Background: an optimization exercise with open tools, aiming at small area, a short achievable clock period and few clock cycles per item. Do not read the settings as production practice.
Where RTL was checked, it was by simulation tests only, not by an equivalence proof against the original.
Only the layout flow was run in run 7; the RTL was not checked for function there.
Power figures rest on the tool's default switching activity, not on a simulated workload.

==> flow/design.v <==
package tpu_pkg;
        localparam int ARRAY_DIM  = 4;
        localparam int DATA_WIDTH = 8;
        typedef logic [DATA_WIDTH-1:0] elem_t;
endpackage
`timescale 1ns/10ps
module tpu_pe
(
        input  logic [7:0] a_in,
        input  logic [7:0] b_in,
        input  logic [7:0] acc_in,
        output logic [7:0] sum
);
        logic pp1, pp2, pp3, pp4, pp5, pp6, pp7, pp8, pp9, pp10, pp11, pp12, pp13, pp14, pp15, pp16, pp17, pp18, pp19, pp20, pp21, pp22, pp23, pp24, pp25, pp26, pp27, pp28, pp29, pp30, pp31, pp32, pp33, pp34, pp35, pp36, s37, c38, s39, c40, s41, c42, s43, c44, s45, c46, s47, c48, s49, c50, s51, c52, s53, c54, s55, c56, s57, c58, s59, c60, s61, c62, s63, c64, s65, c66, s67, c68, s69, c70, s71, c72, s73, c74, s75, c76, s77, c78, s79, c80, s81, c82, s83, c84, s85, c86, x87, x88, x89, x90, x91, x92, x93, x94, x95, x96, x97, x98, x99, x100;
        logic [7:4] row0, row1;
        logic top, c7;
        assign pp1 = ~a_in[0] | ~b_in[0];
        assign pp2 = ~a_in[0] | ~b_in[1];
        assign pp3 = ~a_in[0] | ~b_in[2];
        assign pp4 = ~a_in[0] | ~b_in[3];
        assign pp5 = ~a_in[0] | ~b_in[4];
        assign pp6 = ~a_in[0] | ~b_in[5];
        assign pp7 = ~a_in[0] | ~b_in[6];
        assign pp8 = ~a_in[0] | ~b_in[7];
        assign pp9 = ~a_in[1] | ~b_in[0];
        assign pp10 = ~a_in[1] | ~b_in[1];
        assign pp11 = ~a_in[1] | ~b_in[2];
        assign pp12 = ~a_in[1] | ~b_in[3];
        assign pp13 = ~a_in[1] | ~b_in[4];
        assign pp14 = ~a_in[1] | ~b_in[5];
        assign pp15 = ~a_in[1] | ~b_in[6];
        assign pp16 = ~a_in[2] | ~b_in[0];
        assign pp17 = ~a_in[2] | ~b_in[1];
        assign pp18 = ~a_in[2] | ~b_in[2];
        assign pp19 = ~a_in[2] | ~b_in[3];
        assign pp20 = ~a_in[2] | ~b_in[4];
        assign pp21 = ~a_in[2] | ~b_in[5];
        assign pp22 = ~a_in[3] | ~b_in[0];
        assign pp23 = ~a_in[3] | ~b_in[1];
        assign pp24 = ~a_in[3] | ~b_in[2];
        assign pp25 = ~a_in[3] | ~b_in[3];
        assign pp26 = ~a_in[3] | ~b_in[4];
        assign pp27 = ~a_in[4] | ~b_in[0];
        assign pp28 = ~a_in[4] | ~b_in[1];
        assign pp29 = ~a_in[4] | ~b_in[2];
        assign pp30 = ~a_in[4] | ~b_in[3];
        assign pp31 = ~a_in[5] | ~b_in[0];
        assign pp32 = ~a_in[5] | ~b_in[1];
        assign pp33 = ~a_in[5] | ~b_in[2];
        assign pp34 = ~a_in[6] | ~b_in[0];
        assign pp35 = ~a_in[6] | ~b_in[1];
        assign pp36 = ~a_in[7] | ~b_in[0];
        assign s37 = pp1 ^ acc_in[0];
        assign c38 = pp1 & acc_in[0];
        assign s39 = pp2 ^ pp9 ^ acc_in[1];
        assign c40 = (pp2 & pp9) | (pp2 & acc_in[1]) | (pp9 & acc_in[1]);
        assign s41 = c38 ^ s39;
        assign c42 = c38 & s39;
        assign s43 = pp10 ^ pp16 ^ pp3;
        assign c44 = (pp10 & pp16) | (pp10 & pp3) | (pp16 & pp3);
        assign s45 = acc_in[2] ^ s43 ^ c40;
        assign c46 = (acc_in[2] & s43) | (acc_in[2] & c40) | (s43 & c40);
        assign s47 = c42 ^ s45;
        assign c48 = c42 & s45;
        assign s49 = pp11 ^ pp17 ^ pp22;
        assign c50 = (pp11 & pp17) | (pp11 & pp22) | (pp17 & pp22);
        assign s51 = pp4 ^ acc_in[3] ^ c44;
        assign c52 = (pp4 & acc_in[3]) | (pp4 & c44) | (acc_in[3] & c44);
        assign s53 = s49 ^ s51 ^ c46;
        assign c54 = (s49 & s51) | (s49 & c46) | (s51 & c46);
        assign s55 = c48 ^ s53;
        assign c56 = c48 & s53;
        assign s57 = pp12 ^ pp18 ^ pp23;
        assign c58 = (pp12 & pp18) | (pp12 & pp23) | (pp18 & pp23);
        assign s59 = pp27 ^ pp5 ^ acc_in[4];
        assign c60 = (pp27 & pp5) | (pp27 & acc_in[4]) | (pp5 & acc_in[4]);
        assign s61 = c50 ^ s57 ^ c52;
        assign c62 = (c50 & s57) | (c50 & c52) | (s57 & c52);
        assign s63 = s59 ^ s61 ^ c54;
        assign c64 = (s59 & s61) | (s59 & c54) | (s61 & c54);
        assign s65 = pp13 ^ pp19 ^ pp24;
        assign c66 = (pp13 & pp19) | (pp13 & pp24) | (pp19 & pp24);
        assign s67 = pp28 ^ pp31 ^ pp6;
        assign c68 = (pp28 & pp31) | (pp28 & pp6) | (pp31 & pp6);
        assign s69 = acc_in[5] ^ c58 ^ s65;
        assign c70 = (acc_in[5] & c58) | (acc_in[5] & s65) | (c58 & s65);
        assign s71 = s67 ^ c60 ^ s69;
        assign c72 = (s67 & c60) | (s67 & s69) | (c60 & s69);
        assign s73 = c62 ^ s71;
        assign c74 = c62 & s71;
        assign s75 = pp14 ^ pp20 ^ pp25;
        assign c76 = (pp14 & pp20) | (pp14 & pp25) | (pp20 & pp25);
        assign s77 = pp29 ^ pp32 ^ pp34;
        assign c78 = (pp29 & pp32) | (pp29 & pp34) | (pp32 & pp34);
        assign s79 = pp7 ^ acc_in[6] ^ c66;
        assign c80 = (pp7 & acc_in[6]) | (pp7 & c66) | (acc_in[6] & c66);
        assign s81 = c68 ^ s75 ^ s77;
        assign c82 = (c68 & s75) | (c68 & s77) | (s75 & s77);
        assign s83 = c70 ^ s79 ^ s81;
        assign c84 = (c70 & s79) | (c70 & s81) | (s79 & s81);
        assign s85 = c72 ^ s83;
        assign c86 = c72 & s83;
        tpu_x u_x87 (.a(pp15), .b(pp21), .y(x87));
        tpu_x u_x88 (.a(pp26), .b(pp30), .y(x88));
        tpu_x u_x89 (.a(pp33), .b(pp35), .y(x89));
        tpu_x u_x90 (.a(pp36), .b(pp8), .y(x90));
        tpu_x u_x91 (.a(x87), .b(x88), .y(x91));
        tpu_x u_x92 (.a(x89), .b(x90), .y(x92));
        tpu_x u_x93 (.a(acc_in[7]), .b(c76), .y(x93));
        tpu_x u_x94 (.a(c78), .b(x91), .y(x94));
        tpu_x u_x95 (.a(x92), .b(x93), .y(x95));
        tpu_x u_x96 (.a(x94), .b(c80), .y(x96));
        tpu_x u_x97 (.a(x95), .b(c82), .y(x97));
        tpu_x u_x98 (.a(x96), .b(x97), .y(x98));
        tpu_x u_x99 (.a(x98), .b(c84), .y(x99));
        tpu_x u_x100 (.a(x99), .b(c86), .y(x100));
        assign sum[0] = s37;
        assign sum[1] = s41;
        assign sum[2] = s47;
        assign sum[3] = s55;
        assign row0[4] = c56;
        assign row1[4] = s63;
        assign row0[5] = s73;
        assign row1[5] = c64;
        assign row0[6] = c74;
        assign row1[6] = s85;
        assign top = x100;
        assign {c7, sum[6:4]} = {1'b0, row0[6:4]} + {1'b0, row1[6:4]};
        tpu_x u_top (.a(top), .b(c7), .y(sum[7]));
endmodule
module tpu_x
(
        input  logic a,
        input  logic b,
        output logic y
);
        assign y = a ^ b;
endmodule
`timescale 1ns/10ps
module tpu_top
(
        input  logic clk,
        input  logic rst_n,
        input  logic in_valid,
        input  logic [31:0] a,
        input  logic [31:0] b,
        input  logic out_ready,
        output logic in_ready,
        output logic [31:0] out,
        output logic out_valid,
        output logic done
);
        localparam int N = 4;
        localparam int W = 8;
        logic [1:0]     kin;             
        logic           first;           
        logic [N-1:0]   orow;            
        logic [N*W-1:0] obuf [1:N-1];    
        logic [N*W-1:0] acc0;            
        logic [N*W-1:0] c_row [1:N-1];   
        logic last, ob_free, xfer, in_fire, out_fire;
        assign last     = (kin == 2'd3);
        assign ob_free  = !out_valid || (orow[N-1] && out_ready);
        assign in_ready = first ? (!orow[0] || out_ready) :
                          last  ? ob_free : 1'b1;
        assign in_fire  = in_valid && in_ready;
        assign xfer     = in_fire && last;
        assign out_valid = |orow;
        assign out_fire  = out_valid && out_ready;
        always_comb begin
                out = ~acc0 & {(N*W){orow[0]}};
                for (int r = 1; r < N; r++) begin
                        out = out | (~obuf[r] & {(N*W){orow[r]}});
                end
        end
        always_ff @(posedge clk or negedge rst_n) begin
                if (!rst_n) begin
                        kin  <= 2'd0;
                        first <= 1'b1;
                        orow <= '0;
                        done <= 1'b0;
                end else begin
                        done <= out_fire && orow[N-1];
                        if (in_fire) begin
                                kin   <= kin + 2'd1;
                                first <= last;
                        end
                        if (xfer) begin
                                orow <= 4'b0001;
                        end else if (out_fire) begin
                                orow <= {orow[N-2:0], 1'b0};
                        end
                end
        end
        always_ff @(posedge clk) begin
                if (xfer) begin
                        for (int r = 1; r < N; r++) begin
                                obuf[r] <= c_row[r];
                        end
                end
        end
        for (genvar i = 0; i < N; i++) begin : g_row
                for (genvar j = 0; j < N; j++) begin : g_col
                        logic [W-1:0] acc, sum;
                        tpu_pe u_pe (
                                .a_in   (a[(N-1-i)*W +: W]),
                                .b_in   (b[(N-1-j)*W +: W]),
                                .acc_in (first ? 8'd251 : acc),
                                .sum    (sum)
                        );
                        always_ff @(posedge clk) begin
                                if (in_fire) begin
                                        acc <= sum;
                                end
                        end
                        if (i == 0) begin : g_out0
                                assign acc0[(N-1-j)*W +: W] = acc;
                        end else begin : g_sum
                                assign c_row[i][(N-1-j)*W +: W] = sum;
                        end
                end
        end
endmodule
==> flow/flow/run.sh <==
#!/bin/bash
# The standard layout with two changes:
# - the port buffers that buffer_ports inserts are sky130_fd_sc_hd__buf_4 instead of the
#   library's default pick, so the input ports can drive their fanout; every port still
#   gets its own buffer;
# - synthesis is the standard flow's own script (synth_recipe.tcl) except that Yosys's synth skips its
#   generic ABC pass (-noabc), so the full and half adders written in the RTL reach
#   extract_fa as written instead of re-expressed with inverters. Everything else (the
#   -nofsm -noshare synth, flattening, renaming, flip-flop mapping and the final ABC
#   mapping) is unchanged, so the registers are the standard synthesis's.
set -euo pipefail
sed '1s/.*/proc synth {args} { yosys synth -nofsm -noshare -noabc {*}$args }/' \
        synth_recipe.tcl > noabc_synth.tcl
sed "s#SYNTH_SCRIPT=[^ ]*#SYNTH_SCRIPT=$PWD/noabc_synth.tcl#" standard.sh > standard_noabc.sh
export BUFFER_PORTS_ARGS="-buffer_cell sky130_fd_sc_hd__buf_4"
bash standard_noabc.sh > standard.log 2>&1
==> flow/standard.sh <==
#!/bin/bash
# synth_recipe.tcl (not shown) runs the flow's synth.tcl, then flattens the netlist and writes it again
# the make line also repeats each setting of config.mk as NAME=value (left out here)
make -C /OpenROAD-flow-scripts/flow DESIGN_CONFIG=/design/flow/config.mk WORK_HOME=/design/flow/orfs CLKGATE_MAP_FILE= SYNTH_SCRIPT=/design/flow/synth_recipe.tcl "${@:-finish}"
==> flow/config.mk <==
export PLATFORM = sky130hd
export DESIGN_NAME = tpu_top
export DESIGN_NICKNAME = tpu_top
export VERILOG_FILES = /design/flow/design.v
export SDC_FILE = /design/flow/constraint.sdc
export NUM_CORES = 4
export LEC_CHECK = 0
export CAP_MARGIN = 20
export CORE_MARGIN = 2
export CORE_UTILIZATION = 55
export PLACE_DENSITY = 0.7
export SETUP_SLACK_MARGIN = 1.8
export SLEW_MARGIN = 20
export SYNTH_HIERARCHICAL = 1
==> flow/constraint.sdc <==
create_clock -name core_clock -period 5.0 [get_ports {clk}]
set_input_delay 1.0000 -clock core_clock [delete_from_list [all_inputs] [get_ports {clk}]]
set_output_delay 1.0000 -clock core_clock [all_outputs]
set_load 0.01 [all_outputs]
==> impl_summary.log, run 1 <==
INFO  metric diodes = 0
INFO  metric die_height = 204 um
INFO  metric drt_first_pass_iters = 5
INFO  metric power-per-cell-area = 838 nW/um2
INFO  metric yosysUniqueCellTypes = 27
INFO  metric numPortBuffers = 102
INFO  metric total_power = 23.7 mW
INFO  metric drive_gt1_share = 34.7%
INFO  metric yosysSeqAreaShare = 31.4%
INFO  metric via_per_inst = 6.12
INFO  metric number_of_global_route_vias_before_repair = 17,300
INFO  metric drt-wirelength-per-cell = 28.4 um
INFO  metric stdcell_count = 2,615
INFO  metric min_path_type = input port to asynchronous set/reset pin
INFO  metric cts_max_path_buffers = 3
INFO  metric global_route_wire_length_before_repair = 108,000 um
INFO  metric clk_latency = 560 ps
INFO  metric antenna_violating_nets_post_route = 0
INFO  metric reg2reg_setup_slack = 1410 ps
INFO  metric setup.worst_path.class = flop to flop
INFO  metric grt_setup_unrepaired = yes
INFO  metric r2r_cells = 8
INFO  metric max_cap_viol_count = 0
INFO  metric core_region_area = 39,700 um2
INFO  metric cts_tree = yes
INFO  metric fin_skew = 13.4 ps
INFO  metric tritoncts.num_buffers = 28
INFO  metric numPlacedInstances = 2,472
INFO  metric antenna_found_initial = 0
INFO  metric yosys_warnings = 9
INFO  metric finish.utilization = 71.2%
INFO  metric die-width = 204 um
INFO  metric worst_pin_slew = 881 ps
INFO  metric largest_net_degree_at_the_start_of_global_routing = 101
INFO  metric critical_path.startpoint_type = flop
INFO  metric top_level_port_count = 103
INFO  metric syn-mean-instance-area = 11.3 um2
INFO  metric finalNetCount = 2,603
INFO  metric clk_pin_slew = 60 ps
INFO  metric fmax = 279 MHz
INFO  metric cts_root_buffer = clkbuf_16
INFO  metric worst_slew_margin_rel = 40.9%
INFO  metric final.fill_count = 2,628
INFO  metric floorplan_die_area = 41,800 um2
INFO  metric critical_path_required = 5290 ps
INFO  metric synthCells = 1,950
INFO  metric count_of_endpoints_failing_setup_in_the_final_report = 0
INFO  metric syn_area = 22,100 um2
INFO  metric critical_path.endpoint_type = flop
INFO  metric gr-usage-all-layers = 35.7%
INFO  metric regToRegEndpoint = g_row[2].g_col[0].acc[5]$_DFFE_PP_
INFO  metric p_leak = 10.7 nW
INFO  metric finalSetupTns = 0 ps
INFO  metric timing.final.crit_share = 71.7%
INFO  metric period_minus_slack = 3590 ps
INFO  metric postCtsHoldBufs = 0
INFO  metric initial_utilization = 55.6%
INFO  metric final-hold-violation-count = 0
INFO  metric h_tree_level_count = 1
INFO  metric worstReg2RegStart = first$_DFFE_PN1P_
INFO  metric status = finished clean
INFO  metric ir_drop = 0.506 mV
INFO  metric area.growth.synth_to_final = 28.0%
INFO  metric total_via_count_in_the_routed_design = 16,000
INFO  metric numClockSinks = 232
INFO  metric place_hpwl = 40,100 um
INFO  metric row_count = 73
INFO  metric ys_ff_latch = 232
INFO  metric crit_fanout = 8
INFO  metric gp_congestion = 0.839
INFO  metric cp_data_arrival_time = 3880 ps
INFO  metric slew_viol_final = 0
INFO  metric number_of_violations_reported_at_the_end_of_detailed_routing_iteration_0 = 1,816
INFO  metric place_ws = 649 ps
INFO  metric grt_overflow = 0
INFO  metric syn_nets = 2,483
INFO  metric drt-total-wl = 74,300 um
INFO  metric remaining_drc_errors = 0
INFO  metric slack_of_the_critical_path = 1410 ps
## per-module statistics from Yosys, one instance, submodules excluded
| module | area [um2] | times used | flip-flops and latches | cells |
|---|---|---|---|---|
| tpu_top | 8620 | 1 | 232 | 510 |
| tpu_pe | 711 | 16 | 0 | 75 |
| tpu_x | 8.76 | 240 | 0 | 1 |
## placed cells by master (no fill, tap or decap), types with 33 or more instances in the layout
cell type / synthesis / layout
nand2_1: 594 / 541
buf_16: 0 / 40
or2_2: 144 / 103
ha_1: 145 / 67
or2_4: 0 / 41
ha_4: 0 / 78
o22ai_1: 65 / 65
nand2_4: 0 / 41
clkbuf_16: 0 / 33
xor2_1: 256 / 247
fa_1: 320 / 175
fa_2: 0 / 145
buf_4: 64 / 97
edfxtp_1: 224 / 224
## per-stage QoR
stage	hold WS (ps)	instance area (um2)
after floorplan	453	23800
final	244	28300
after detailed placement	481	24400
after global placement	473	24400
after CTS	231	27600
after global routing	240	28300
## how the worst max path moves through the flow
stage,from,end,slack (ps),cells after the start
5_1_grt,first$_DFFE_PN1P_,obuf[1][29]$_DFFE_PP_,1390,8
6_report,first$_DFFE_PN1P_,g_row[2].g_col[0].acc[5]$_DFFE_PP_,1410,8
3_3_place_gp,b[24],g_row[3].g_col[0].acc[5]$_DFFE_PP_,730,8
3_5_place_dp,a[16],obuf[1][5]$_DFFE_PP_,650,8
2_1_floorplan,out_ready,obuf[1][0]$_DFFE_PP_,510,3
4_1_cts,first$_DFFE_PN1P_,g_row[2].g_col[0].acc[5]$_DFFE_PP_,1430,8
## registers in the layout, indices dropped and copies added, names as in the netlist
signal,cells
g_row.g_col.acc,128
kin,2
obuf,96
first,1
orow,4
done,1
## Yosys cell counts
cell type	count	area, um2
and3b_1	1	8.76
xnor2_1	1	8.76
a21o_1	1	7.51
fa_1	320	6410
nand3_1	16	80.1
a311o_1	1	10.0
nand2_1	594	2230
o22ai_1	65	407
clkbuf_1	24	90.1
dfstp_2	1	26.3
ha_1	145	1810
buf_2	32	160
buf_4	64	480
or4_4	1	11.3
buf_1	3	11.3
nor2_1	4	15.0
a311oi_2	1	15.0
dfrtp_1	7	175
nor2b_1	17	106
mux2_4	1	15.0
a21oi_1	16	80.1
inv_1	7	26.3
mux2i_1	3	30.0
and3_1	1	6.26
edfxtp_1	224	6730
or2_2	144	901
xor2_1	256	2240
## kinds of logic after synthesis
kind of cell    count (synthesis)  share of synthesized area [%]
simple gates                  778                           15.2
fa+ha+maj                     465                           37.2
xor+xnor                      257                           10.2
flops                         232                           31.4
buf+inv                       130                           3.48
compound gates                 84                           2.35
mux                             4                          0.204
## metal layers
layer / track usage (%) / vias up / share of wire [%]
met2: 54.4 / 1042 / 44
li1: - / 6573 / -
met5: 0 / - / 0
met1: 48.5 / 8180 / 39
met4: 14.3 / 0 / 5.2
met3: 10.2 / 208 / 12
## critical path: stages (launching register included)
cell,delay (ps)
dfstp_4,560
buf_12,170
or2_2,310
fa_2,390
fa_2,360
fa_2,360
fa_2,560
ha_4,150
fa_2,440
## report_power, final
| group | switching [mW] | leakage, nW | total (mW) | internal, mW |
|---|---|---|---|---|
| registers | 0.346 | 2.22 | 5.01 | 4.67 |
| clock network | 0.867 | 0.447 | 2.13 | 1.26 |
| logic | 8.36 | 8.00 | 16.6 | 8.20 |
| total | 9.57 | 10.7 | 23.7 | 14.1 |
## final cells by class
type	instances	area [um2]	area share (%)
repair buffers	211	3270	11.6
clock buffers	34	744	2.63
inverters	7	41.3	0.146
multi-input cells	1588	16400	58.1
clock inverters	16	190	0.672
well taps	525	657	2.32
repair inverters	2	12.5	0.0442
flip-flops and latches	232	6930	24.5
## what timing repair did
item / in CTS / in global routing
gates cloned: 28 / 4
setup endpoints to repair: 282 / 125
resized for setup: 246 / 80
pin swaps: 86 / 92
setup buffers: 33 / 28
Testbench counts, summed over its fixed seeds: cycles 1,320, jobs 320.
==> run 2, diff against run 1 <==
--- a/flow/config.mk
+++ b/flow/config.mk
@@ -11,3 +11,3 @@
 export PLACE_DENSITY = 0.7
-export SETUP_SLACK_MARGIN = 1.8
+export SETUP_SLACK_MARGIN = 1.4
 export SLEW_MARGIN = 20
==> run 2 against run 1 <==
Sequential power hardly changed. Die area stayed put. Cell count is 3.3% lower. Global-route usage is 5.5 points lower. Clock skew is 2.3 ps lower. Total power is 12% lower. Maximum frequency is 0.23% higher. Via count is 7.1% lower. Combinational power is 17% lower. Hold slack better by 14 ps. Area after synthesis stayed put. Setup slack better by 8.2 ps. Critical path type is now input port to flop. Largest cell class unchanged.
==> impl_summary.log, run 2 <==
INFO  metric final.fill_count = 3,092
INFO  metric largest-register = g_row.g_col.acc
INFO  metric numClockSinks = 232
INFO  metric path_buf_inv = 1
INFO  metric critical_path_slowest_stage_cell = fa_2
INFO  metric antenna_violating_nets_post_route = 0
INFO  metric min_path_type = input port to asynchronous set/reset pin
INFO  metric ir_drop = 0.694 mV
INFO  metric power-per-cell-area = 820 nW/um2
INFO  metric area.growth.synth_to_final = 15.2%
INFO  metric yosysSeqAreaShare = 31.4%
INFO  metric gr-usage-all-layers = 30.2%
INFO  metric grt_setup_unrepaired = yes
INFO  metric finalSetupTns = 0 ps
INFO  metric synth-edff-count = 224
INFO  metric critical_path.endpoint_type = flop
INFO  metric die-width = 204 um
INFO  metric yosys_warnings = 9
INFO  metric reg2reg_setup_slack = 1450 ps
INFO  metric numPortBuffers = 102
INFO  metric yosysTopAreaCellShare = 30.5%
INFO  metric status = finished clean
INFO  metric slowest_delay = 590 ps
INFO  metric global_route_wire_length_before_repair = 94,300 um
INFO  metric synth-main-ff-cell = edfxtp_1
INFO  metric synth_area_leaders = edfxtp_1, fa_1, xor2_1
INFO  metric grtUsageMet2 = 50.1%
INFO  metric worst_slew_margin_rel = 55.5%
INFO  metric synth_most_common_cell = nand2_1
INFO  metric gr-max-usage-layer = met2
INFO  metric count_of_endpoints_failing_setup_in_the_final_report = 0
INFO  metric critical_path_required = 5300 ps
INFO  metric critical_path.startpoint_type = input port
INFO  metric use_met1 = 41.2%
INFO  metric total_power = 20.8 mW
INFO  metric gp_congestion = 0.851
INFO  metric layout.cells.most_common = nand2_1
INFO  metric ys_ff_latch = 232
INFO  metric top_level_port_count = 103
INFO  metric largest_register_ff_count = 128
INFO  metric core_region_area = 39,700 um2
INFO  metric h_tree_level_count = 1
INFO  metric diodes = 0
INFO  metric seqPwrFrac = 24.0%
INFO  metric final_cell_mix = nand2_1, xor2_1, edfxtp_1
INFO  metric yosysUniqueCellTypes = 27
INFO  metric period_minus_slack = 3580 ps
INFO  metric clk_pin_slew = 60 ps
INFO  metric syn_area = 22,100 um2
INFO  metric number_of_violations_reported_at_the_end_of_detailed_routing_iteration_0 = 1,201
INFO  metric p_clk_share = 9.8%
INFO  metric worst_pin_slew = 668 ps
INFO  metric worstPathCellList = buf_8, nand2_4, fa_2, fa_2, fa_1, fa_2, ha_2, fa_2
INFO  metric numPlacedInstances = 2,466
INFO  metric area_of_combinational_cells_with_multiple_inputs = 15,600 um2
INFO  metric die_height = 204 um
INFO  metric total_via_count_in_the_routed_design = 14,900
INFO  metric drt_first_pass_iters = 5
INFO  metric floorplan_die_area = 41,800 um2
INFO  metric cpLargestDelayFamily = adder cells
INFO  metric postCtsHoldBufs = 0
INFO  metric slew_viol_final = 0
INFO  metric cp_data_arrival_time = 3870 ps
INFO  metric syn-mean-instance-area = 11.3 um2
INFO  metric cts_tree = yes
INFO  metric combPwrFrac = 66.2%
INFO  metric remaining_drc_errors = 0
INFO  metric finalNetCount = 2,516
INFO  metric power_switching_share = 40.5%
INFO  metric drive_gt1_share = 27.5%
INFO  metric timing.final.crit_share = 71.6%
INFO  metric seq_area = 6930 um2
INFO  metric largest_net_degree_at_the_start_of_global_routing = 101
INFO  metric clk_latency = 550 ps
INFO  metric via_per_inst = 5.88
INFO  metric initial_utilization = 55.6%
INFO  metric stdcell_count = 2,528
INFO  metric grt_overflow = 0
INFO  metric synth_async_sr_flop_share = 3.45%
INFO  metric max_cap_viol_count = 0
INFO  metric cell_internal_pwr = 12.4 mW
INFO  metric final-hold-violation-count = 0
INFO  metric drt-wirelength-per-cell = 23.9 um
INFO  metric synth.largest_area_cell = edfxtp_1
INFO  metric power_switching = 8.44 mW
INFO  metric finish.utilization = 64.0%
INFO  metric cts_max_path_buffers = 3
INFO  metric number_of_global_route_vias_before_repair = 15,900
INFO  metric fin_skew = 11.2 ps
INFO  metric cpMostUsedCell = fa_2
INFO  metric regs_by_ff_count = g_row.g_col.acc (128), obuf (96), orow (4)
INFO  metric setup.worst_path.class = input port to flop
INFO  metric syn_nets = 2,483
INFO  metric fmax = 279 MHz
INFO  metric grt_util_met3 = 5.10%
INFO  metric place_hpwl = 39,400 um
INFO  metric synth.cells.most_frequent = nand2_1, fa_1, xor2_1, edfxtp_1, ha_1
INFO  metric synthCells = 1,950
INFO  metric antenna_found_initial = 0
INFO  metric row_count = 73
INFO  metric cts_root_buffer = clkbuf_16
INFO  metric drt-total-wl = 60,500 um
INFO  metric crit_fanout = 32
INFO  metric tritoncts.num_buffers = 28
INFO  metric p_leak = 9.50 nW
==> run 2: cell counts after synthesis <==
No cell type changed its count.
==> run 2: worst paths after layout <==
path	start	endpoint	cells after the start
worst max-delay path	b[24]	obuf[1][29]$_DFFE_PP_	8
worst min-delay path	rst_n	orow[1]$_DFFE_PN0P_	1
worst max register to register	first$_DFFE_PN1P_	obuf[3][29]$_DFFE_PP_	8
worst min register to register	kin[0]$_DFFE_PN0P_	kin[0]$_DFFE_PN0P_	1
max in group asynchronous	rst_n	first$_DFFE_PN1P_	1
min in group core_clock	kin[0]$_DFFE_PN0P_	kin[0]$_DFFE_PN0P_	1
==> run 2: modules after synthesis (local to each module, per instance) <==
module   times used  cells  flip-flops and latches
tpu_top           1    510                     232
tpu_pe           16     75                       0
tpu_x           240      1                       0
==> run 2: final cells by class <==
cell class	instances	share of cell area, %
tap	525	2.58
multi-input combinational	1588	61.4
inverter	7	0.162
clock inverter	9	0.384
timing repair buffer	126	5.07
sequential	232	27.2
clock buffer	41	3.15
==> run 2: routing by layer <==
layer | vias up | wire [um] | share of wire, %
li1 | 6379 | - | -
met1 | 7725 | 24800 | 41
met2 | 660 | 29000 | 48
met3 | 105 | 4920 | 8.1
met4 | 0 | 1800 | 3.0
met5 | - | 0 | 0
==> run 2: stage by stage <==
stage / area (um2) / setup WS [ps] / hold WS [ps]
after floorplan: 23400 / 514 / 453
after global placement: 24000 / 776 / 467
after detailed placement: 24000 / 687 / 470
after CTS: 25200 / 1400 / 242
after global routing: 25400 / 1390 / 245
final: 25400 / 1420 / 258
==> run 2: power by group through the flow <==
stage	clock (mW)	sequential [mW]	combinational (mW)
after floorplan	0	4.88	10.5
after global placement	0	5.06	12.6
after detailed placement	0	5.07	13.1
after CTS	2.08	5.00	13.6
after global routing	2.15	5.09	15.4
final	2.04	5.01	13.8
==> run 2: cells by family after synthesis <==
kind of cell    synth area share [%]
compound gates                  2.35
flops                           31.4
buf+inv                         3.48
xor+xnor                        10.2
mux                            0.204
simple gates                    15.2
fa+ha+maj                       37.2
==> run 2: what timing repair did <==
action	in CTS	in global routing
gates resized for setup	38	54
gates cloned	1	0
pin swaps	0	2
endpoints found under the setup margin	94	70
buffers inserted	7	4
==> run 3, diff against run 2 <==
--- a/flow/config.mk
+++ b/flow/config.mk
@@ -11,3 +11,3 @@
 export PLACE_DENSITY = 0.7
-export SETUP_SLACK_MARGIN = 1.4
+export SETUP_SLACK_MARGIN = 1.2
 export SLEW_MARGIN = 20
==> run 3 against run 2 <==
Core utilization is 2.9 points lower. Count of clock-buffer cells in the layout fell by 9. Cell count hardly changed. Non-clock buffer count down 4. Highest routed layer is now met5. Critical endpoint is now g_row[1].g_col[3].acc[5]$_DFFE_PP_. Clock power down 3%. Still clean on timing, DRC and antenna. Cell area shrank 4.5%.
==> impl_summary.log, run 3 <==
INFO  metric status = finished clean
INFO  metric clk_pin_slew = 60 ps
INFO  metric yosys_warnings = 9
INFO  metric reg2reg_setup_slack = 1330 ps
INFO  metric critical_path.startpoint_type = input port
INFO  metric p_leak = 9.36 nW
INFO  metric numPortBuffers = 102
INFO  metric slew_viol_final = 0
INFO  metric cp_data_arrival_time = 4000 ps
INFO  metric largest-register = g_row.g_col.acc
INFO  metric placed_cell_area = 23,300 um2
INFO  metric finalNetCount = 2,511
INFO  metric antenna_found_initial = 4
INFO  metric synth_async_sr_flop_share = 3.45%
INFO  metric slack_of_the_critical_path = 1290 ps
INFO  metric regToRegEndpoint = g_row[3].g_col[2].acc[6]$_DFFE_PP_
INFO  metric number_of_violations_reported_at_the_end_of_detailed_routing_iteration_0 = 1,262
INFO  metric worst_slew_margin_rel = 43.9%
INFO  metric remaining_drc_errors = 0
INFO  metric grt_overflow = 0
INFO  metric min_path_type = input port to asynchronous set/reset pin
INFO  metric stdcell_count = 2,527
INFO  metric tritoncts.num_buffers = 27
INFO  metric drt-wirelength-per-cell = 23.2 um
INFO  metric power_switching = 7.56 mW
INFO  metric number_of_global_route_vias_before_repair = 16,100
INFO  metric place_hpwl = 38,900 um
INFO  metric final-hold-violation-count = 0
INFO  metric global_route_wire_length_before_repair = 92,400 um
INFO  metric cts_tree = yes
INFO  metric cpMostUsedCell = fa_2
INFO  metric ir_drop = 0.448 mV
INFO  metric final_cell_mix = nand2_1, xor2_1, fa_1
INFO  metric largest_net_degree_at_the_start_of_global_routing = 59
INFO  metric fin_skew = 11.1 ps
INFO  metric combPwrFrac = 62.4%
INFO  metric clk_latency = 550 ps
INFO  metric hold_slack = 260 ps
INFO  metric seqPwrFrac = 27.0%
INFO  metric finalSetupTns = 0 ps
INFO  metric cts_root_buffer = clkbuf_16
INFO  metric regs_by_ff_count = g_row.g_col.acc (128), obuf (96), orow (4)
INFO  metric worstSetupStartpoint = b[1]
INFO  metric syn_nets = 2,483
INFO  metric yosysUniqueCellTypes = 27
INFO  metric period_minus_slack = 3710 ps
INFO  metric die-width = 204 um
INFO  metric antenna_violating_nets_post_route = 0
INFO  metric core_region_area = 39,700 um2
INFO  metric place_ws = 697 ps
INFO  metric total_via_count_in_the_routed_design = 14,800
INFO  metric finish.utilization = 61.2%
INFO  metric fmax = 269 MHz
INFO  metric top_level_port_count = 103
INFO  metric area.growth.synth_to_final = 10.0%
INFO  metric crit_fanout = 28
INFO  metric largest_register_ff_count = 128
INFO  metric setup.worst_path.class = input port to flop
INFO  metric die_height = 204 um
INFO  metric power-per-cell-area = 760 nW/um2
INFO  metric yosysSeqAreaShare = 31.4%
INFO  metric drt-total-wl = 58,600 um
INFO  metric gr-usage-all-layers = 29.3%
INFO  metric r2r_cells = 9
INFO  metric synth-edff-count = 224
INFO  metric row_count = 73
INFO  metric via_per_inst = 5.85
INFO  metric count_of_endpoints_failing_setup_in_the_final_report = 0
INFO  metric design_area = 24,300 um2
INFO  metric critical_path_required = 5290 ps
INFO  metric p_clk_share = 10.7%
INFO  metric critical_path.endpoint_type = flop
INFO  metric ys_ff_latch = 232
INFO  metric synth.cells.most_frequent = nand2_1, fa_1, xor2_1, edfxtp_1, ha_1
INFO  metric final.fill_count = 3,136
INFO  metric syn_area = 22,100 um2
INFO  metric worstReg2RegStart = first$_DFFE_PN1P_
INFO  metric synth-main-ff-cell = edfxtp_1
INFO  metric max_cap_viol_count = 0
INFO  metric critPathCapture = g_row[1].g_col[3].acc[5]$_DFFE_PP_
INFO  metric initial_utilization = 55.6%
INFO  metric power_switching_share = 40.9%
INFO  metric grt_setup_unrepaired = no
INFO  metric h_tree_level_count = 1
INFO  metric cts_max_path_buffers = 3
INFO  metric syn-mean-instance-area = 11.3 um2
INFO  metric synthCells = 1,950
INFO  metric synth.largest_area_cell = edfxtp_1
INFO  metric numPlacedInstances = 2,469
INFO  metric drt_first_pass_iters = 5
INFO  metric cpLargestDelayFamily = adder cells
INFO  metric synth_most_common_cell = nand2_1
INFO  metric slowest_delay = 560 ps
INFO  metric timing.final.crit_share = 74.3%
INFO  metric path_buf_inv = 1
INFO  metric cell_internal_pwr = 10.9 mW
INFO  metric floorplan_die_area = 41,800 um2
INFO  metric drive_gt1_share = 21.3%
INFO  metric yosysTopAreaCellShare = 30.5%
INFO  metric synth_area_leaders = edfxtp_1, fa_1, xor2_1
INFO  metric worstPathCellList = buf_4, nand2_1, fa_2, fa_2, fa_1, fa_1, ha_2, fa_2
INFO  metric worstSetupPathDepth = 8
INFO  metric worst_pin_slew = 840 ps
INFO  metric total_power = 18.5 mW
INFO  metric gp_congestion = 0.840
INFO  metric layout.cells.most_common = nand2_1
INFO  metric critical_path_slowest_stage_cell = fa_1
INFO  metric numClockSinks = 232
[run 3: cell counts after synthesis]
No cell type changed its count.
[run 3: cell families after synthesis]
kind of cell	Yosys count	share of synthesized area (%)
xor gates and xnor gates	257	10.2
adders and majority gates	465	37.2
and+or+nand+nor	778	15.2
buffers and inverters	130	3.48
muxes	4	0.204
DFF	232	31.4
AOI/OAI and AO/OA	84	2.35
[run 3: worst min path at each step]
stage | from | slack (ps) | endpoint
after floorplan | kin[0]$_DFFE_PN0P_ | 450 | kin[0]$_DFFE_PN0P_
after global placement | kin[0]$_DFFE_PN0P_ | 470 | kin[0]$_DFFE_PN0P_
after detailed placement | kin[0]$_DFFE_PN0P_ | 480 | kin[0]$_DFFE_PN0P_
after CTS | rst_n | 240 | kin[1]$_DFFE_PN0P_
after global routing | rst_n | 250 | kin[1]$_DFFE_PN0P_
final | rst_n | 260 | kin[1]$_DFFE_PN0P_
[run 3: layout make-up]
class | instances | area, um2 | area share, %
diodes | 4 | 10.0 | 0.0412
clock buffers | 32 | 694 | 2.86
clock inverters | 17 | 171 | 0.705
inverters | 7 | 30.0 | 0.124
multi-input cells | 1588 | 14800 | 60.7
flip-flops and latches | 232 | 6930 | 28.5
well taps | 525 | 657 | 2.70
repair buffers | 122 | 1050 | 4.34
[run 3: layer usage]
| metal | GRT usage [%] | share of wire, % | vias up | routed length (um) |
|---|---|---|---|---|
| li1 | - | - | 6374 | - |
| met1 | 41.0 | 41 | 7617 | 24100 |
| met2 | 46.3 | 46 | 650 | 27100 |
| met3 | 5.47 | 8.6 | 135 | 5030 |
| met4 | 10.1 | 3.9 | 2 | 2260 |
| met5 | 0 | 0.017 | - | 10 |
[run 3: Yosys stat by module, one instance, submodules excluded]
module   cells inside  area [um2]  flops+latches  times used
tpu_x               1        8.76              0         240
tpu_pe             75         711              0          16
tpu_top           510        8620            232           1
[run 3: timing repair]
action / 4_1_cts / 5_1_grt
resized for setup: 0 / 19
endpoints found under the setup margin: 41 / 49
gates cloned: 0 / 0
setup buffers: 2 / 3
hold buffers: 0 / 0
[run 3: power groups by stage]
stage               Sequential, mW  Combinational, mW  Clock, mW
finish                        4.98               11.5       1.97
global route                  5.07               13.1       2.06
CTS                           5.00               11.5       1.99
detailed placement            5.06               11.3          0
global placement              5.05               10.8          0
floorplan                     4.88               8.98          0
==> run 4, diff against run 3 <==
--- a/flow/config.mk
+++ b/flow/config.mk
@@ -10,2 +10,3 @@
 export CORE_UTILIZATION = 55
+export GPL_TIMING_DRIVEN = 0
 export PLACE_DENSITY = 0.7
==> run 4 against run 3 <==
Still clean on timing, DRC and antenna. Count of clock-buffer cells in the layout down 3. Clock skew decreased by 2.3 ps. Highest routed layer is now met4. Synthesized cell count did not move. Global-route usage is 1.3 points lower. Routed wire length fell by 3.9%.
==> impl_summary.log, run 4 <==
INFO  metric status = finished clean
INFO  metric global_route_wire_length_before_repair = 88,600 um
INFO  metric total_via_count_in_the_routed_design = 14,900
INFO  metric numClockSinks = 232
INFO  metric initial_utilization = 55.6%
INFO  metric grt_overflow = 0
INFO  metric worst_pin_slew = 1100 ps
INFO  metric highest_metal_layer_used_by_the_detailed_router = met4
INFO  metric drive_gt1_share = 24.6%
INFO  metric yosys_warnings = 9
INFO  metric critical_path_required = 5340 ps
INFO  metric min_path_type = input port to asynchronous set/reset pin
INFO  metric grt_setup_unrepaired = yes
INFO  metric antenna_violating_nets_post_route = 0
INFO  metric crit_fanout = 10
INFO  metric clk_latency = 550 ps
INFO  metric synth_area_leaders = edfxtp_1, fa_1, xor2_1
INFO  metric syn-mean-instance-area = 11.3 um2
INFO  metric critical_path_slowest_stage_cell = fa_1
INFO  metric synth.cells.most_frequent = nand2_1, fa_1, xor2_1, edfxtp_1, ha_1
INFO  metric number_of_global_route_vias_before_repair = 15,900
INFO  metric syn_area = 22,100 um2
INFO  metric diodes = 0
INFO  metric synth-main-ff-cell = edfxtp_1
INFO  metric power-per-cell-area = 769 nW/um2
INFO  metric slowest_delay = 460 ps
INFO  metric row_count = 73
INFO  metric die-width = 204 um
INFO  metric cts_max_path_buffers = 3
INFO  metric gr-usage-all-layers = 28.0%
INFO  metric setup.worst_path.class = flop to flop
INFO  metric fin_skew = 8.80 ps
INFO  metric top_level_port_count = 103
INFO  metric final_cell_mix = nand2_1, xor2_1, fa_1
INFO  metric largest_net_degree_at_the_start_of_global_routing = 31
INFO  metric clk_pin_slew = 60 ps
INFO  metric slew_viol_final = 0
INFO  metric largest-register = g_row.g_col.acc
INFO  metric h_tree_level_count = 1
INFO  metric critical_path.startpoint_type = flop
INFO  metric layout.cells.most_common = nand2_1
INFO  metric ir_drop = 0.681 mV
INFO  metric antenna_found_initial = 1
INFO  metric total_power = 19.3 mW
INFO  metric r2r_cells = 9
INFO  metric fmax = 267 MHz
INFO  metric finalNetCount = 2,617
INFO  metric floorplan_die_area = 41,800 um2
INFO  metric cp_data_arrival_time = 4090 ps
INFO  metric placed_cell_area = 24,200 um2
INFO  metric tritoncts.num_buffers = 27
INFO  metric numPortBuffers = 93
INFO  metric worstReg2RegStart = first$_DFFE_PN1P_
INFO  metric drt-wirelength-per-cell = 21.4 um
INFO  metric synthCells = 1,950
INFO  metric ys_ff_latch = 232
INFO  metric cpMostUsedCell = fa_2
INFO  metric worstPathCellList = clkbuf_2, or2_2, fa_1, fa_2, fa_2, fa_1, ha_2, fa_2, xor2_1
INFO  metric yosysUniqueCellTypes = 27
INFO  metric timing.final.crit_share = 75.0%
INFO  metric place_ws = 569 ps
INFO  metric worst_slew_margin_rel = 26.7%
INFO  metric gp_congestion = 0.855
INFO  metric design_area = 25,200 um2
INFO  metric via_per_inst = 5.69
INFO  metric final-hold-violation-count = 0
INFO  metric period_minus_slack = 3750 ps
INFO  metric met3RoutedLength = 4370 um
INFO  metric remaining_drc_errors = 0
INFO  metric finalSetupTns = 0 ps
INFO  metric dr_wl_met2 = 27,200 um
INFO  metric wl_met1 = 22,600 um
INFO  metric synth.largest_area_cell = edfxtp_1
INFO  metric reg2reg_setup_slack = 1250 ps
INFO  metric drt-total-wl = 56,300 um
INFO  metric yosysTopAreaCellShare = 30.5%
INFO  metric syn_nets = 2,483
INFO  metric core_region_area = 39,700 um2
INFO  metric synth-edff-count = 224
INFO  metric postCtsHoldBufs = 0
INFO  metric cts_root_buffer = clkbuf_16
INFO  metric critical_path.endpoint_type = flop
INFO  metric area.growth.synth_to_final = 13.9%
INFO  metric die_height = 204 um
INFO  metric synth_async_sr_flop_share = 3.45%
INFO  metric count_of_endpoints_failing_setup_in_the_final_report = 0
INFO  metric regs_by_ff_count = g_row.g_col.acc (128), obuf (96), orow (4)
INFO  metric max_cap_viol_count = 0
INFO  metric place_hpwl = 42,800 um
INFO  metric regToRegEndpoint = obuf[3][6]$_DFFE_PP_
INFO  metric synth_most_common_cell = nand2_1
INFO  metric number_of_violations_reported_at_the_end_of_detailed_routing_iteration_0 = 1,011
INFO  metric p_leak = 9.88 nW
INFO  metric yosysSeqAreaShare = 31.4%
INFO  metric largest_register_ff_count = 128
INFO  metric drt_first_pass_iters = 5
INFO  metric cts_tree = yes
INFO  metric slack_of_the_critical_path = 1250 ps
[run 4: kinds of logic (layout without fill, tap and decap cells)]
group,after synthesis,count (layout),synth area share (%)
AOI/OAI and AO/OA,84,84,2.35
xor gates and xnor gates,257,257,10.2
adders and majority gates,465,465,37.2
buffers and inverters,130,281,3.48
DFF,232,232,31.4
muxes,4,4,0.204
and+or+nand+nor,778,778,15.2
[run 4: what timing repair did]
item / 4_1_cts / 5_1_grt
gates resized for setup: 20 / 28
buffers inserted: 0 / 0
endpoints found under the setup margin: 93 / 74
[run 4: layer usage]
| layer | GRT usage (%) | vias up |
|---|---|---|
| met5 | 0 | - |
| met2 | 46.1 | 610 |
| met1 | 37.4 | 7646 |
| li1 | - | 6577 |
| met4 | 10.1 | 0 |
| met3 | 5.12 | 111 |
[run 4: per-module statistics from Yosys, one instance, submodules excluded]
module / cells inside / copies in the design / flip-flops and latches
tpu_top: 510 / 1 / 232
tpu_pe: 75 / 16 / 0
tpu_x: 1 / 240 / 0
[run 4: layout make-up]
cell class | count | area, um2
clock inverter | 17 | 183
buffer | 123 | 1000
clock buffer | 29 | 683
fill | 3169 | 14600
tap | 525 | 657
inverter | 7 | 30.0
timing repair buffer | 105 | 917
multi-input combinational | 1588 | 14800
sequential | 232 | 6930
[run 4: worst max path at each step]
stage	from	endpoint	slack, ps	cells after the start
2_1_floorplan	out_ready	obuf[1][0]$_DFFE_PP_	510	3
5_1_grt	first$_DFFE_PN1P_	obuf[3][6]$_DFFE_PP_	1190	9
6_report	first$_DFFE_PN1P_	obuf[3][6]$_DFFE_PP_	1250	9
3_3_place_gp	out_ready	obuf[3][30]$_DFFE_PP_	-810	3
3_5_place_dp	first$_DFFE_PN1P_	obuf[1][6]$_DFFE_PP_	570	9
4_1_cts	first$_DFFE_PN1P_	obuf[3][6]$_DFFE_PP_	1160	9
[run 4: through the flow]
step	hold WS (ps)	cells	utilization, %
after floorplan	453	1950	-
after global placement	468	2568	60.4
after detailed placement	500	2580	60.9
after CTS	249	2626	63.1
after global routing	253	2626	63.3
final	262	2626	63.3
[run 4: critical path: cells and delay by family, from the launching register on]
family	cells	cell delay (ps)
XOR/XNOR	1	280
AND/OR/NAND/NOR	1	400
buffers and inverters	1	300
flip-flops	1	400
adder cells (fa/ha/maj)	6	2180
[run 4: where the power goes]
group          switching (mW)  internal, mW
logic                    6.56          5.81
clock network           0.810          1.18
registers               0.326          4.66
total                    7.69          11.7
==> run 5, diff against run 4 <==
--- a/flow/config.mk
+++ b/flow/config.mk
@@ -10,4 +10,3 @@
 export CORE_UTILIZATION = 55
-export GPL_TIMING_DRIVEN = 0
-export PLACE_DENSITY = 0.7
+export PLACE_DENSITY = 0.62
 export SETUP_SLACK_MARGIN = 1.2
==> run 5 against run 4 <==
Register-to-register slack better by 60 ps. Die area did not move. Non-clock buffer count fell by 108. Sequential share of layout area increased by 0.95 points. Maximum frequency decreased by 0.32%. Area after synthesis unchanged. Routed wire length grew 7.0%. Critical endpoint is now g_row[3].g_col[0].acc[7]$_DFFE_PP_.
==> impl_summary.log, run 5 <==
INFO  metric critical_path_slowest_stage_cell = fa_1
INFO  metric largest_register_ff_count = 128
INFO  metric fmax = 266 MHz
INFO  metric seq_area = 6930 um2
INFO  metric finalSetupTns = 0 ps
INFO  metric ys_ff_latch = 232
INFO  metric critical_path_required = 5290 ps
INFO  metric number_of_global_route_vias_before_repair = 15,500
INFO  metric h_tree_level_count = 1
INFO  metric path_buf_inv = 1
INFO  metric remaining_drc_errors = 0
INFO  metric timing.final.crit_share = 75.3%
INFO  metric finalNetCount = 2,510
INFO  metric antenna_violating_nets_post_route = 0
INFO  metric numPortBuffers = 102
INFO  metric worstReg2RegStart = first$_DFFE_PN1P_
INFO  metric clk_latency = 550 ps
INFO  metric p_leak = 9.37 nW
INFO  metric synthCells = 1,950
INFO  metric place_hpwl = 39,600 um
INFO  metric drive_gt1_share = 21.0%
INFO  metric largest-register = g_row.g_col.acc
INFO  metric grt_setup_unrepaired = no
INFO  metric syn_nets = 2,483
INFO  metric synth-main-ff-cell = edfxtp_1
INFO  metric number_of_violations_reported_at_the_end_of_detailed_routing_iteration_0 = 1,041
INFO  metric cts_tree = yes
INFO  metric synth_most_common_cell = nand2_1
INFO  metric cpMostUsedCell = fa_1
INFO  metric critical_path.endpoint_type = flop
INFO  metric total_via_count_in_the_routed_design = 14,700
INFO  metric worst_pin_slew = 926 ps
INFO  metric final_cell_mix = nand2_1, xor2_1, fa_1
INFO  metric via_per_inst = 5.82
INFO  metric drt-total-wl = 60,200 um
INFO  metric yosys_warnings = 9
INFO  metric stdcell_count = 2,522
INFO  metric synth.cells.most_frequent = nand2_1, fa_1, xor2_1, edfxtp_1, ha_1
INFO  metric count_of_endpoints_failing_setup_in_the_final_report = 0
INFO  metric area_of_combinational_cells_with_multiple_inputs = 14,800 um2
INFO  metric final.fill_count = 3,213
INFO  metric fin_skew = 10.5 ps
INFO  metric power-per-cell-area = 762 nW/um2
INFO  metric drt_first_pass_iters = 5
INFO  metric total_power = 18.5 mW
INFO  metric largest_net_degree_at_the_start_of_global_routing = 101
INFO  metric drt-wirelength-per-cell = 23.9 um
INFO  metric final-hold-violation-count = 0
INFO  metric crit_fanout = 16
INFO  metric synth-edff-count = 224
INFO  metric slew_viol_final = 0
INFO  metric max_cap_viol_count = 0
INFO  metric core_region_area = 39,700 um2
INFO  metric worstPathCellList = buf_4, nand2_1, fa_1, fa_1, fa_1, ha_1, ha_1, a21oi_1, nand2_1, xor2_1
INFO  metric period_minus_slack = 3760 ps
INFO  metric worst_slew_margin_rel = 38.2%
INFO  metric numPlacedInstances = 2,468
INFO  metric synth_area_leaders = edfxtp_1, fa_1, xor2_1
INFO  metric yosysUniqueCellTypes = 27
INFO  metric global_route_wire_length_before_repair = 93,500 um
INFO  metric floorplan_die_area = 41,800 um2
INFO  metric numClockSinks = 232
INFO  metric yosysTopAreaCellShare = 30.5%
INFO  metric critical_path.startpoint_type = input port
INFO  metric area.growth.synth_to_final = 10.1%
INFO  metric initial_utilization = 55.6%
INFO  metric die-width = 204 um
INFO  metric min_path_type = input port to asynchronous set/reset pin
INFO  metric setup.worst_path.class = input port to flop
INFO  metric clk_pin_slew = 60 ps
INFO  metric die_height = 204 um
INFO  metric syn_area = 22,100 um2
INFO  metric slowest_delay = 590 ps
INFO  metric diodes = 0
INFO  metric synth.largest_area_cell = edfxtp_1
INFO  metric gr-usage-all-layers = 30.1%
INFO  metric top_level_port_count = 103
INFO  metric ir_drop = 0.512 mV
INFO  metric cts_root_buffer = clkbuf_16
INFO  metric cts_max_path_buffers = 3
INFO  metric tritoncts.num_buffers = 28
INFO  metric regs_by_ff_count = g_row.g_col.acc (128), obuf (96), orow (4)
INFO  metric syn-mean-instance-area = 11.3 um2
INFO  metric cp_data_arrival_time = 4050 ps
INFO  metric worstSetupStartpoint = a[4]
INFO  metric cpLargestDelayFamily = adder cells
INFO  metric gp_congestion = 0.815
INFO  metric status = finished clean
INFO  metric antenna_found_initial = 1
INFO  metric layout.cells.most_common = nand2_1
INFO  metric row_count = 73
INFO  metric grt_overflow = 0
INFO  metric yosysSeqAreaShare = 31.4%
INFO  metric postCtsHoldBufs = 0
INFO  metric synth_async_sr_flop_share = 3.45%
[run 5: cell counts after synthesis]
No cell type changed its count.
[run 5: cell type report]
type,count,share of cell area (%)
well taps,525,2.70
clock inverters,4,0.180
inverters,7,0.139
repair buffers,120,4.44
clock buffers,46,3.41
multi-input cells,1588,60.6
flip-flops and latches,232,28.5
[run 5: path summary, 6_finish.rpt]
check                                                      to  slack, ps  depth (start not counted)
hold / removal                                 done$_DFF_PN0_        260                          1
setup / recovery           g_row[3].g_col[0].acc[7]$_DFFE_PP_       1240                         10
min in group core_clock                    kin[0]$_DFFE_PN0P_        480                          1
hold reg to reg                            kin[0]$_DFFE_PN0P_        480                          1
setup reg to reg                        obuf[3][30]$_DFFE_PP_       1310                          9
max in group asynchronous                   first$_DFFE_PN1P_       4530                          1
[run 5: timing repair]
item                                    CTS  global route
resized for setup                         0            18
endpoints found under the setup margin   39            53
endpoints found under the hold margin     0             0
buffers inserted                          2             2
[run 5: cell families (layout without fill, tap and decap cells)]
kind of cell	Yosys count	count (layout)	synth area share (%)
and+or+nand+nor	778	778	15.2
adders and majority gates	465	465	37.2
xor gates and xnor gates	257	257	10.2
DFF	232	232	31.4
buffers and inverters	130	177	3.48
AOI/OAI and AO/OA	84	84	2.35
muxes	4	4	0.204
[run 5: where the power goes]
group	switching (mW)	total, mW	leakage [nW]	internal [mW]
Combinational	6.44	11.6	6.72	5.13
Sequential	0.332	4.99	2.22	4.66
Clock	0.804	1.98	0.425	1.17
Total	7.58	18.5	9.37	11.0
[run 5: layer usage]
metal / GRT usage (%) / part of all wire (%) / vias up
met2: 47.6 / 46 / 606
li1: - / - / 6374
met3: 5.39 / 7.6 / 81
met1: 43.1 / 43 / 7609
met5: 0 / 0 / -
met4: 8.05 / 2.9 / 0
[run 5: Yosys stat by module, one instance, submodules excluded]
module	cell area (um2)	cells	flops+latches
tpu_pe	711	75	0
tpu_top	8620	510	232
tpu_x	8.76	1	0
[run 5: per-stage QoR]
step	util, %	worst slack, ps	area, um2	hold slack (ps)
final	61.2	1240	24300	258
after global routing	61.2	1200	24300	243
after CTS	61.0	1200	24200	245
after detailed placement	58.7	676	23300	475
after global placement	58.7	715	23300	469
after floorplan	-	514	22600	453
==> run 6, diff against run 5 <==
--- a/flow/config.mk
+++ b/flow/config.mk
@@ -10,3 +10,3 @@
 export CORE_UTILIZATION = 55
-export PLACE_DENSITY = 0.62
+export PLACE_DENSITY = 0.78
 export SETUP_SLACK_MARGIN = 1.2
==> run 6 against run 5 <==
Routed wire length shrank 0.21%. Critical path depth shrank 1. Still clean on timing, DRC and antenna. Highest routed layer unchanged. Combinational power is essentially flat.
==> impl_summary.log, run 6 <==
INFO  metric number_of_global_route_vias_before_repair = 16,500
INFO  metric worstReg2RegStart = first$_DFFE_PN1P_
INFO  metric slew_viol_final = 0
INFO  metric period_minus_slack = 3720 ps
INFO  metric regToRegEndpoint = obuf[3][22]$_DFFE_PP_
INFO  metric area.growth.synth_to_final = 10.6%
INFO  metric ys_ff_latch = 232
INFO  metric status = finished clean
INFO  metric numPlacedInstances = 2,464
INFO  metric power-per-cell-area = 763 nW/um2
INFO  metric grt_setup_unrepaired = no
INFO  metric clk_latency = 550 ps
INFO  metric synth_area_leaders = edfxtp_1, fa_1, xor2_1
INFO  metric count_of_endpoints_failing_setup_in_the_final_report = 0
INFO  metric drive_gt1_share = 21.3%
INFO  metric numClockSinks = 232
INFO  metric synth-main-ff-cell = edfxtp_1
INFO  metric floorplan_die_area = 41,800 um2
INFO  metric synth-edff-count = 224
INFO  metric largest_net_degree_at_the_start_of_global_routing = 129
INFO  metric yosysSeqAreaShare = 31.4%
INFO  metric gr-usage-all-layers = 29.9%
INFO  metric cts_tree = yes
INFO  metric min_path_type = input port to asynchronous set/reset pin
INFO  metric syn_area = 22,100 um2
INFO  metric die_height = 204 um
INFO  metric final-hold-violation-count = 0
INFO  metric syn-mean-instance-area = 11.3 um2
INFO  metric power_switching_share = 40.6%
INFO  metric fmax = 269 MHz
INFO  metric syn_nets = 2,483
INFO  metric synthCells = 1,950
INFO  metric reg2reg_setup_slack = 1290 ps
INFO  metric combPwrFrac = 62.1%
INFO  metric final_cell_mix = nand2_1, xor2_1, fa_1
INFO  metric h_tree_level_count = 1
INFO  metric worst_pin_slew = 877 ps
INFO  metric p_clk_share = 11.3%
INFO  metric yosys_warnings = 9
INFO  metric core_region_area = 39,700 um2
INFO  metric largest-register = g_row.g_col.acc
INFO  metric setup.worst_path.class = input port to flop
INFO  metric placed_cell_area = 23,200 um2
INFO  metric via_per_inst = 5.99
INFO  metric regs_by_ff_count = g_row.g_col.acc (128), obuf (96), orow (4)
INFO  metric clk_pin_slew = 60 ps
INFO  metric tritoncts.num_buffers = 26
INFO  metric cts_root_buffer = clkbuf_16
INFO  metric ir_drop = 0.461 mV
INFO  metric total_via_count_in_the_routed_design = 15,100
INFO  metric max_cap_viol_count = 0
INFO  metric synth_async_sr_flop_share = 3.45%
INFO  metric yosysTopAreaCellShare = 30.5%
INFO  metric timing.final.crit_share = 74.4%
INFO  metric synth_most_common_cell = nand2_1
INFO  metric largest_register_ff_count = 128
INFO  metric cts_max_path_buffers = 3
INFO  metric p_leak = 9.42 nW
INFO  metric synth.largest_area_cell = edfxtp_1
INFO  metric numPortBuffers = 102
INFO  metric cp_data_arrival_time = 4010 ps
INFO  metric seqPwrFrac = 26.6%
INFO  metric layout.cells.most_common = nand2_1
INFO  metric die-width = 204 um
INFO  metric finalSetupTns = 0 ps
INFO  metric top_level_port_count = 103
INFO  metric row_count = 73
INFO  metric antenna_found_initial = 1
INFO  metric critical_path_required = 5290 ps
INFO  metric design_area = 24,400 um2
INFO  metric power_switching = 7.57 mW
INFO  metric drt-wirelength-per-cell = 23.8 um
INFO  metric grt_overflow = 0
INFO  metric r2r_cells = 9
INFO  metric final.fill_count = 3,047
INFO  metric place_hpwl = 38,700 um
INFO  metric fin_skew = 6.77 ps
INFO  metric drt_first_pass_iters = 5
INFO  metric initial_utilization = 55.6%
INFO  metric antenna_violating_nets_post_route = 0
INFO  metric gp_congestion = 0.864
INFO  metric critical_path.startpoint_type = input port
INFO  metric finalNetCount = 2,510
INFO  metric drt-total-wl = 60,100 um
INFO  metric global_route_wire_length_before_repair = 94,500 um
INFO  metric cell_internal_pwr = 11.1 mW
INFO  metric crit_fanout = 28
INFO  metric worst_slew_margin_rel = 41.5%
INFO  metric synth.cells.most_frequent = nand2_1, fa_1, xor2_1, edfxtp_1, ha_1
INFO  metric yosysUniqueCellTypes = 27
INFO  metric remaining_drc_errors = 0
INFO  metric stdcell_count = 2,523
INFO  metric number_of_violations_reported_at_the_end_of_detailed_routing_iteration_0 = 1,390
INFO  metric critical_path.endpoint_type = flop
run 6: cell types whose count changed in the layout (fill, tap and decap cells not counted), moves of 2 or more:
cell and change:
clkinv_4 +2, clkbuf_8 -4, buf_8 +3, clkinv_2 +2, clkbuf_1 -11, inv_1 +2
bufinv_16 +5, buf_12 -3, clkinv_1 +3
run 6: worst max-delay path by stage:
stage               from                                  to  slack, ps  depth (start not counted)
6_report           b[25]  g_row[1].g_col[0].acc[6]$_DFFE_PP_       1280                          9
5_1_grt            b[18]               obuf[1][23]$_DFFE_PP_       1200                         10
4_1_cts             a[8]  g_row[2].g_col[3].acc[7]$_DFFE_PP_       1210                         10
3_5_place_dp        a[8]  g_row[2].g_col[3].acc[7]$_DFFE_PP_        660                         10
3_3_place_gp       b[24]  g_row[0].g_col[0].acc[6]$_DFFE_PP_        730                          9
2_1_floorplan  out_ready                obuf[1][0]$_DFFE_PP_        510                          3
run 6: modules after synthesis, one instance, submodules excluded:
module   cell area (um2)  flops+latches  copies in the design  cells
tpu_pe               711              0                    16     75
tpu_x               8.76              0                   240      1
tpu_top             8620            232                     1    510
run 6: power groups by stage:
stage                     registers [mW]  clock network [mW]  logic, mW
final                               4.97                2.10       11.6
after global routing                5.05                2.19       13.0
after CTS                           4.96                2.12       11.5
after detailed placement            5.06                   0       11.2
after global placement              5.03                   0       10.6
after floorplan                     4.88                   0       8.98
run 6: area by class of cell:
class,instances,area (um2),area share (%)
diodes,1,2.50,0.0102
inverters,7,33.8,0.138
multi-input cells,1588,14700,60.4
clock inverters,19,248,1.01
well taps,525,657,2.69
repair buffers,122,1120,4.59
clock buffers,29,683,2.80
flip-flops and latches,232,6930,28.4
run 6: cell families after synthesis:
logic type / after synthesis / synth area share, %
buf+inv: 130 / 3.48
xor+xnor: 257 / 10.2
compound gates: 84 / 2.35
mux: 4 / 0.204
fa+ha+maj: 465 / 37.2
flops: 232 / 31.4
simple gates: 778 / 15.2
run 6: repair_timing:
item | in CTS | in global routing
buffers inserted | 5 | 3
endpoints found under the setup margin | 78 | 81
cloned | 0 | 1
resized for setup | 0 | 24
hold endpoints to repair | 0 | 0
hold buffers | 0 | 0
run 6: critical path, stage by stage:
cell and delay [ps]:
buf_4 330, nand2_1 150, fa_2 390, fa_2 400
fa_1 470, fa_1 530, ha_2 220, fa_2 340
xor2_1 170
run 6: layer usage:
metal  part of all wire (%)  vias up  wire length, um  global-route usage [%]
met2                     48      800            28700                    49.1
met1                     39     7809            23700                    40.0
li1                       -     6376                -                       -
met4                    3.2        0             1940                    9.14
met3                    9.7      134             5810                    6.51
met5                      0        -                0                       0
run 6: per-stage QoR:
stage	total power, mW	worst slack (ps)	hold slack, ps	utilization, %
after global routing	20.2	1200	256	61.5
after floorplan	13.9	514	453	-
after CTS	18.6	1210	248	61.1
after detailed placement	16.2	656	485	58.5
final	18.6	1280	268	61.5
after global placement	15.6	729	469	58.5
==> run 7, diff against run 6 <==
--- a/flow/design.v
+++ b/flow/design.v
@@ -16,2 +16,4 @@
         logic top, c7;
+        logic [6:4] p, g;
+        logic [6:5] cy;
         assign pp1 = ~a_in[0] | ~b_in[0];
@@ -127,3 +129,10 @@
         assign top = x100;
-        assign {c7, sum[6:4]} = {1'b0, row0[6:4]} + {1'b0, row1[6:4]};
+        assign p = row0[6:4] ^ row1[6:4];
+        assign g = row0[6:4] & row1[6:4];
+        assign cy[5] = (g[4]);
+        assign cy[6] = (g[4] & p[5]) | (g[5]);
+        assign c7 = (g[4] & p[5] & p[6]) | (g[5] & p[6]) | (g[6]);
+        assign sum[4] = p[4];
+        assign sum[5] = p[5] ^ cy[5];
+        assign sum[6] = p[6] ^ cy[6];
         tpu_x u_top (.a(top), .b(c7), .y(sum[7]));
--- a/flow/config.mk
+++ b/flow/config.mk
@@ -10,4 +10,4 @@
 export CORE_UTILIZATION = 55
-export PLACE_DENSITY = 0.78
-export SETUP_SLACK_MARGIN = 1.2
+export PLACE_DENSITY = 0.7
+export SETUP_SLACK_MARGIN = 1.0
 export SLEW_MARGIN = 20
==> run 7 against run 6 <==
Setup slack got worse by 180 ps. Synthesized cell count increased by 0.82%. Still clean. Largest cell class unchanged. First-iteration DRC count decreased by 11%. Largest power group unchanged. Non-clock buffer count increased by 8. Sequential share of layout area increased by 0.088 points. Global-route usage decreased by 0.82 points. Hold slack got worse by 15 ps. Critical endpoint is now g_row[0].g_col[0].acc[7]$_DFFE_PP_.
==> impl_summary.log, run 7 <==
INFO  metric largest_register_ff_count = 128
INFO  metric clk_latency = 550 ps
INFO  metric drive_gt1_share = 19.0%
INFO  metric fmax = 257 MHz
INFO  metric slew_viol_final = 0
INFO  metric slack_of_the_critical_path = 1100 ps
INFO  metric grt_setup_unrepaired = no
INFO  metric max_cap_viol_count = 0
INFO  metric place_ws = 506 ps
INFO  metric critical_path.endpoint_type = flop
INFO  metric numPortBuffers = 102
INFO  metric row_count = 73
INFO  metric syn_nets = 2,515
INFO  metric power-per-cell-area = 759 nW/um2
INFO  metric drt_first_pass_iters = 6
INFO  metric final.fill_count = 3,174
INFO  metric core_region_area = 39,900 um2
INFO  metric initial_utilization = 56.0%
INFO  metric crit_fanout = 13
INFO  metric drt-wirelength-per-cell = 23.2 um
INFO  metric power_switching = 7.55 mW
INFO  metric setup.worst_path.class = flop to flop
INFO  metric p_leak = 9.51 nW
INFO  metric cell_internal_pwr = 10.9 mW
INFO  metric grt_overflow = 0
INFO  metric gp_congestion = 0.877
INFO  metric h_tree_level_count = 1
INFO  metric min_path_type = input port to asynchronous set/reset pin
INFO  metric total_via_count_in_the_routed_design = 14,800
INFO  metric antenna_found_initial = 0
INFO  metric period_minus_slack = 3900 ps
INFO  metric clk_pin_slew = 60 ps
INFO  metric seqPwrFrac = 26.8%
INFO  metric cts_max_path_buffers = 3
INFO  metric die-width = 206 um
INFO  metric number_of_global_route_vias_before_repair = 15,700
INFO  metric largest_net_degree_at_the_start_of_global_routing = 101
INFO  metric synth_async_sr_flop_share = 3.45%
INFO  metric syn-mean-instance-area = 11.4 um2
INFO  metric synthCells = 1,966
INFO  metric cts_root_buffer = clkbuf_16
INFO  metric top_level_port_count = 103
INFO  metric yosys_warnings = 9
INFO  metric area_of_combinational_cells_with_multiple_inputs = 14,700 um2
INFO  metric synth.cells.most_frequent = nand2_1, fa_1, xor2_1, edfxtp_1, ha_1
INFO  metric die_height = 206 um
INFO  metric yosysSeqAreaShare = 31.0%
INFO  metric via_per_inst = 5.86
INFO  metric ir_drop = 0.538 mV
INFO  metric total_power = 18.5 mW
INFO  metric numClockSinks = 232
INFO  metric finalSetupTns = 0 ps
INFO  metric gr-usage-all-layers = 29.1%
INFO  metric fin_skew = 10.6 ps
INFO  metric worst_slew_margin_rel = 28.4%
INFO  metric remaining_drc_errors = 0
INFO  metric floorplan_die_area = 42,300 um2
INFO  metric area.growth.synth_to_final = 8.86%
INFO  metric status = finished clean
INFO  metric syn_area = 22,400 um2
INFO  metric cp_data_arrival_time = 4190 ps
INFO  metric final-hold-violation-count = 0
INFO  metric combPwrFrac = 62.7%
INFO  metric tritoncts.num_buffers = 26
INFO  metric synth_most_common_cell = nand2_1
INFO  metric antenna_violating_nets_post_route = 0
INFO  metric regs_by_ff_count = g_row.g_col.acc (128), obuf (96), orow (4)
INFO  metric cts_tree = yes
INFO  metric drt-total-wl = 58,800 um
INFO  metric synth.largest_area_cell = edfxtp_1
INFO  metric power_switching_share = 40.8%
## run 7: cell count changes in the layout (fill, tap and decap cells not counted), moves of 6 or more
cell      previous run  this run
buf_4               94       108
nand2b_1             0        16
nand2_4             12         0
fa_2                81        61
buf_6               17        11
ha_2                16         0
nand3_1             16         0
fa_1               239       259
ha_1               129       161
a21oi_1             16         0
o21ai_1              0        11
## run 7: cell families after synthesis
kind of cell    Yosys count  synth area share, %
buf+inv                 146                 3.97
flops                   232                 31.0
mux                       4                0.201
fa+ha+maj               481                 37.6
simple gates            762                 14.8
compound gates           84                 2.32
xor+xnor                257                 10.1
## run 7: timing repair
action	in CTS	in global routing
setup buffers	4	4
hold buffers	0	0
resized for setup	0	39
setup endpoints to repair	54	36
pin swaps	0	13
## run 7: area by class of cell
| class | instances | area share [%] |
|---|---|---|
| multi-input combinational | 1588 | 60.5 |
| inverter | 7 | 0.139 |
| antenna | 1 | 0.0103 |
| clock buffer | 34 | 2.88 |
| sequential | 232 | 28.5 |
| tap | 525 | 2.70 |
| timing repair buffer | 130 | 4.72 |
| clock inverter | 13 | 0.550 |
## run 7: metal layers
metal  part of all wire, %  GRT usage (%)  routed length (um)
met4                   3.9           9.76                2280
met3                   9.7           5.78                5700
met2                    46           45.5               26700
met1                    41           40.8               24000
met5                     0              0                   0
## run 7: Yosys stat by module, one instance, submodules excluded
module	flip-flops and latches	copies in the design
tpu_pe	0	16
tpu_top	232	1
tpu_x	0	240
## run 7: power groups by stage
stage                     clock network [mW]  logic (mW)  registers [mW]
after floorplan                            0        9.08            4.88
after global placement                     0        10.8            5.01
after detailed placement                   0        11.2            5.02
after CTS                               1.99        11.4            4.97
after global routing                    2.04        13.1            5.05
final                                   1.95        11.6            4.95
## run 7: worst paths after layout
| check | start | endpoint | slack [ps] |
|---|---|---|---|
| setup reg to reg | first$_DFFE_PN1P_ | g_row[0].g_col[0].acc[7]$_DFFE_PP_ | 1100 |
| hold reg to reg | kin[0]$_DFFE_PN0P_ | kin[0]$_DFFE_PN0P_ | 480 |
| hold / removal | rst_n | done$_DFF_PN0_ | 250 |
| min in group core_clock | kin[0]$_DFFE_PN0P_ | kin[0]$_DFFE_PN0P_ | 480 |
| max in group asynchronous | rst_n | first$_DFFE_PN1P_ | 4540 |
| setup / recovery | first$_DFFE_PN1P_ | g_row[0].g_col[0].acc[7]$_DFFE_PP_ | 1100 |
## run 7: metrics by stage
step	cells	area, um2	util (%)	hold slack (ps)
3_3_place_gp	2474	23300	58.4	466
5_1_grt	2529	24300	61.0	237
3_5_place_dp	2474	23300	58.4	482
6_report	2530	24400	61.0	253
2_1_floorplan	1966	22500	-	453
4_1_cts	2525	24200	60.6	228
## run 7: critical path, cell delays in order (launching register included)
cell	delay, ps
dfstp_4	490
buf_4	200
buf_6	170
or2_2	320
fa_2	410
fa_2	380
fa_2	410
fa_2	380
ha_1	310
ha_1	190
o21ai_0	150
nand2b_1	80
xor2_1	140

Check on run 7: ideal ports give 1.105 ns setup slack; a clkbuf_16 on the clock port and buf_2 on the inputs give 1.105 ns; moving port delays by the midpoint clock arrival (0.602 ns) as well gives 0.534 ns.
